Background: an optimization exercise with open tools, aiming at small area and a short achievable clock period. Do not read the settings as production practice.
In this exercise RTL edits were held to simulation tests only and were not proved equivalent to the original.

==> run X <==
==> flow/design.v (excerpt) <==
module dec_top (
   input  logic                     clk,
   input  logic                     reset,
   input  logic                     fetch_valid,
   input  logic [31:0]              fetch_instr,
   output logic                     fetch_ready,
   output logic                     dec_valid,
   input  logic                     dec_ready,
   output logic [2:0]               dec_class,
   output logic [5-1:0]  dec_rd,
   output logic                     dec_rd_en,
   output logic [32-1:0]     dec_rs1_data,
   output logic [32-1:0]     dec_rs2_data,
   output logic [32-1:0]     dec_imm,
   output logic [2-1:0]  dec_load_tag,
   input  logic                     alu_wen,
   input  logic [5-1:0]  alu_waddr,
   input  logic [32-1:0]     alu_wdata,
   input  logic                     load_data_valid,
   input  logic [2-1:0]  load_data_tag,
   input  logic [32-1:0]     load_data,
   input  logic                     div_wen,
   input  logic [5-1:0]  div_waddr,
   input  logic [32-1:0]     div_wdata,
   input  logic                     wb_cyc,
   input  logic                     wb_stb,
   input  logic                     wb_we,
   input  logic [5-1:0]  wb_adr,
   input  logic [32-1:0]     wb_wdata,
   output logic [32-1:0]     wb_rdata,
   output logic                     wb_ack
);
clock: 5.5 ns
lec_check: 0
cap_margin: 20
core_margin: 2
core_utilization: 25
place_density: 0.4
slew_margin: 20
synth_hierarchical: 1
synth_minimum_keep_size: 0
run.sh (not shown) runs the stock make flow with config.mk's settings and CLKGATE_MAP_FILE= SYNTH_SCRIPT=/design/flow/synth_recipe.tcl, a recipe that flattens the netlist after the stock synthesis.
==> inputs of run A, as changes to run X <==
--- a/flow/design.v
+++ b/flow/design.v
@@ -1,32 +1,64 @@
 `timescale 1ns/1ps
 `default_nettype none
-module dec_rf_row (
+module dec_fr_out (
+   input  logic a,
+   input  logic b,
+   input  logic c,
+   output logic y
+);
+   assign y = a | (b & c);
+endmodule
+`default_nettype wire
+`timescale 1ns/1ps
+`default_nettype none
+module dec_rf_half (
    input  logic        clk,
    input  logic        sv,              
    input  logic        sl,              
    input  logic        sa,              
-   input  logic [31:0] dv,
-   input  logic [31:0] dl,
-   input  logic [31:0] da,
-   output logic [31:0] qn               
+   input  logic [15:0] dv,
+   input  logic [15:0] dl,
+   input  logic [15:0] da,
+   output logic [15:0] qn               
 );
    always_ff @(posedge clk) begin
       if (sv | sl | sa)
-         qn <= ~(({32{sv}} & dv) | ({32{sl}} & dl) | ({32{sa}} & da));
+         qn <= ~(({16{sv}} & dv) | ({16{sl}} & dl) | ({16{sa}} & da));
+   end
+endmodule
+module dec_rd_pair (
+   input  logic        na,              
+   input  logic        nb,
+   input  logic [31:0] qa,              
+   input  logic [31:0] qb,
+   output logic [31:0] d
+);
+   assign d = ~(({32{na}} | qa) & ({32{nb}} | qb));
+endmodule
+module dec_rd_or16 (
+   input  logic [16*32-1:0] t,
+   output logic [31:0]      d
+);
+   always_comb begin
+      d = '0;
+      for (int i = 0; i < 16; i++) d = d | t[i*32 +: 32];
    end
 endmodule
 module dec_rd_port (
    input  logic [30:0]       nsel,      
    input  logic [31*32-1:0]  qn,        
    output logic [31:0]       d
 );
-   always_comb begin
-      d = '0;
-      for (int i = 0; i < 31; i++) d = d | ~({32{nsel[i]}} | qn[i*32 +: 32]);
-   end
+   logic [16*32-1:0] t;
+   for (genvar k = 0; k < 15; k++) begin : g_pair
+      dec_rd_pair p (.na(nsel[2*k]), .nb(nsel[2*k+1]), .qa(qn[2*k*32 +: 32]),
+                     .qb(qn[(2*k+1)*32 +: 32]), .d(t[k*32 +: 32]));
+   end
+   assign t[15*32 +: 32] = ~({32{nsel[30]}} | qn[30*32 +: 32]);
+   dec_rd_or16 o (.t, .d);
 endmodule
 `default_nettype wire
 `timescale 1ns/1ps
 `default_nettype none
 module dec_top (
    input  logic                     clk,
@@ -92,22 +124,28 @@
                                     input logic [19:0] trd);
       f_stall = (f_use_rs1(w[6:0]) & f_busy(w[19:15], v, trd)) |
                 (f_use_rs2(w[6:0]) & f_busy(w[24:20], v, trd)) |
                 (f_rd_en(w[6:0])   & f_busy(w[11:7],  v, trd)) |
                 ((w[6:0] == 7'b0000011) & (&v));
    endfunction
-   logic        buf_v, stall_q;
+   logic        buf_v, stall_q, fr_a_q, fr_b_q;
+   logic        buf_v_next, out_v_next, stall_next;
    logic [31:0] ins, ins_next;
    logic        pkt_ready, buf_ready;
    assign pkt_ready   = ~dec_valid | dec_ready;
    assign buf_ready   = pkt_ready & ~stall_q;
-   assign fetch_ready = ~buf_v | buf_ready;
-   assign ins_next    = fetch_ready ? fetch_instr : ins;
-   always_ff @(posedge clk) begin
-      if (reset)            buf_v <= 1'b0;
-      else if (fetch_ready) buf_v <= fetch_valid;
+   logic        fr_int;                 
+   assign fr_int   = fr_a_q | (fr_b_q & dec_ready);
+   assign ins_next = fr_int ? fetch_instr : ins;
+   dec_fr_out fr_out (.a(fr_a_q), .b(fr_b_q), .c(dec_ready), .y(fetch_ready));
+   assign buf_v_next  = reset ? 1'b0 : fr_int ? fetch_valid : buf_v;
+   assign out_v_next  = reset ? 1'b0 : pkt_ready ? (buf_v & ~stall_q) : dec_valid;
+   always_ff @(posedge clk) begin
+      buf_v  <= buf_v_next;
+      fr_a_q <= ~buf_v_next | (~stall_next & ~out_v_next);
+      fr_b_q <= ~stall_next;
    end
    always_ff @(posedge clk) begin
       ins <= ins_next;
    end
    logic [4:0]    rs1, rs2, rd;
    logic          use_rs1, use_rs2, rd_en, is_load;
@@ -153,16 +191,17 @@
       if (load_go) begin
          tag_v_next[alloc_tag]           = 1'b1;
          tag_rd_next[5*alloc_tag +: 5]   = rd;
       end
       if (reset) tag_v_next = '0;
    end
+   assign stall_next = f_stall(ins_next, tag_v_next, tag_rd_next);
    always_ff @(posedge clk) begin
       tag_v   <= tag_v_next;
       tag_rd  <= tag_rd_next;
-      stall_q <= f_stall(ins_next, tag_v_next, tag_rd_next);
+      stall_q <= stall_next;
    end
    logic [NR-1:1]      rv;
    logic [NR-1:1]      s_div, s_ld, s_a, hit_v, hit_l, hit_a;
    logic [XL-1:0]      a_wdata;
    logic [31*XL-1:0]   rf_qn;
    logic               dbg_req, dbg_grant, dbg_wen, ack_q;
@@ -172,49 +211,55 @@
    assign a_wdata   = alu_wen ? alu_wdata : wb_wdata;
    always_comb begin
       for (int i = 1; i < NR; i++) begin
          hit_v[i] = div_wen & (div_waddr == 5'(i));
          hit_l[i] = load_wen & (load_waddr == 5'(i));
          hit_a[i] = (alu_wen & (alu_waddr == 5'(i))) | (dbg_wen & (wb_adr == 5'(i)));
-         s_div[i] = hit_v[i];
+         s_div[i] = hit_v[i];                            
          s_ld[i]  = hit_l[i] & ~hit_v[i];
          s_a[i]   = hit_a[i] & ~hit_v[i] & ~hit_l[i];
       end
    end
    for (genvar i = 1; i < NR; i++) begin : g_row
-      dec_rf_row row (
-         .clk, .sv(s_div[i]), .sl(s_ld[i]), .sa(s_a[i]),
-         .dv(div_wdata), .dl(load_data), .da(a_wdata),
-         .qn(rf_qn[(i-1)*XL +: XL]));
-   end
-   always_ff @(posedge clk) begin
-      if (reset) rv <= '0;
-      else       rv <= rv | hit_v | hit_l | hit_a;
-   end
-   logic [NR-1:1] sel1, sel2, seld;
+      for (genvar h = 0; h < 2; h++) begin : g_half
+         dec_rf_half half (
+            .clk, .sv(s_div[i]), .sl(s_ld[i]), .sa(s_a[i]),
+            .dv(div_wdata[16*h +: 16]), .dl(load_data[16*h +: 16]), .da(a_wdata[16*h +: 16]),
+            .qn(rf_qn[(i-1)*XL + 16*h +: 16]));
+      end
+   end
+   logic [NR-1:1] rv_next;
+   assign rv_next = reset ? '0 : (rv | hit_v | hit_l | hit_a);
+   always_ff @(posedge clk) begin
+      rv <= rv_next;
+   end
+   logic [NR-1:1] dsel1_n, dsel2_n, nsel1, nsel2, seld;
    logic [XL-1:0] rdata1, rdata2, rdatad;
-   always_comb begin
+   always_ff @(posedge clk) begin
       for (int i = 1; i < NR; i++) begin
-         sel1[i] = use_rs1 & rv[i] & (rs1 == 5'(i));
-         sel2[i] = use_rs2 & rv[i] & (rs2 == 5'(i));
-         seld[i] = rv[i] & (wb_adr == 5'(i));
-      end
-   end
-   dec_rd_port rp1 (.nsel(~sel1), .qn(rf_qn), .d(rdata1));
-   dec_rd_port rp2 (.nsel(~sel2), .qn(rf_qn), .d(rdata2));
+         dsel1_n[i] <= ~(f_use_rs1(ins_next[6:0]) & (ins_next[19:15] == 5'(i)));
+         dsel2_n[i] <= ~(f_use_rs2(ins_next[6:0]) & (ins_next[24:20] == 5'(i)));
+      end
+   end
+   assign nsel1 = dsel1_n | ~rv;
+   assign nsel2 = dsel2_n | ~rv;
+   always_comb begin
+      for (int i = 1; i < NR; i++) seld[i] = rv[i] & (wb_adr == 5'(i));
+   end
+   dec_rd_port rp1 (.nsel(nsel1), .qn(rf_qn), .d(rdata1));
+   dec_rd_port rp2 (.nsel(nsel2), .qn(rf_qn), .d(rdata2));
    dec_rd_port rpd (.nsel(~seld), .qn(rf_qn), .d(rdatad));
    logic          out_v;
    logic [2:0]    o_cls;
    logic [4:0]    o_rd;
    logic          o_rd_en;
    logic [XL-1:0] o_rs1, o_rs2, o_imm;
    logic [1:0]    o_tag;
    assign dec_valid = out_v;
    always_ff @(posedge clk) begin
-      if (reset)          out_v <= 1'b0;
-      else if (pkt_ready) out_v <= buf_v & ~stall_q;
+      out_v <= out_v_next;
    end
    always_ff @(posedge clk) begin
       if (pkt_ready) begin
          o_cls   <= cls;
          o_rd    <= rd_en ? rd : 5'd0;
          o_rd_en <= rd_en;
==> flow/flow/run.sh (new file) <==
#!/bin/bash
set -o pipefail
export BUFFER_PORTS_ARGS="-buffer_cell sky130_fd_sc_hd__buf_2"
bash standard.sh finish > standard.log 2>&1
==> flow/standard.sh (new file) <==
#!/bin/bash
# synth_recipe.tcl (not shown) runs the flow's synth.tcl, then flattens the netlist and writes it again
# the make line also repeats each setting of config.mk as NAME=value (left out here)
make -C /OpenROAD-flow-scripts/flow DESIGN_CONFIG=/design/flow/config.mk WORK_HOME=/design/flow/orfs CLKGATE_MAP_FILE= SYNTH_SCRIPT=/design/flow/synth_recipe.tcl "${@:-finish}"
Settings changed: CORE_UTILIZATION 25 to 22, PLACE_DENSITY 0.4 to 0.35, SETUP_SLACK_MARGIN set to 2.6, TNS_END_PERCENT set to 10.
removed: flow/run.sh
==> qor summary <==
item                                                                     run A           run X
Clock-pin transition on the worst setup and hold timing paths          0.07 ns         0.06 ns
Sinks on the clock net                                                   1,286           1,222
Synthesized Nets                                                         6,235           5,899
Share of cell area taken by multi-input logic gates                     0.3564          0.3582
Multiplexer fraction of the synthesized cell area                     0.007767         0.01026
Worst min-delay path startpoint                                fetch_instr[28]         ins[27]
Post-DR vias/cell                                                        6.721           7.443
Post-route minimum period                                             3.466 ns        4.791 ns
Skew-Pair Late Insertion Delay                                         0.90 ns         0.88 ns
Final WS setup                                                        2.034 ns       0.7092 ns
Switching Fraction                                                      0.2650          0.2625
Outcome                                                         finished clean  finished clean
Area share of fa/ha/maj cells after synthesis                        0.0006647       0.0009173
Clock buffer count from CTS                                                172             166

## afterwards: timing with drivers on the ports
The results above use ideal ports. As a check the final layouts listed here were re-extracted and re-timed, cells and wires unchanged. Step 1: set_driving_cell puts a clkbuf_16 on clk and a buf_2 on each other input, an assumption about the parent block. Step 2 adds t to the input delays and takes it off the output delays; t is the mean of the earliest and latest rising clock arrival at the registers after step 1. Input paths then give back, and output paths get back, about the clock's delay inside the block. a / b / c = ideal / step 1 / step 2; a / b = the first two.
run | t, ns | setup WS [ns] | worst setup path after step 2 | clock arrival spread, ns | worst slew at a driven data input, ns
run X | 0.953 | 0.709 / 0.709 / 0.360 | input to register | 0.080 / 0.080 | 0.14
run A | 0.956 | 2.034 / 2.000 / 1.044 | input to register | 0.087 / 0.088 | 0.28
After both steps setup and hold are still met in every run listed. For run A, which loses most, drivers alone change the setup slack by -0.034 ns; drivers and shift together by -0.990 ns.
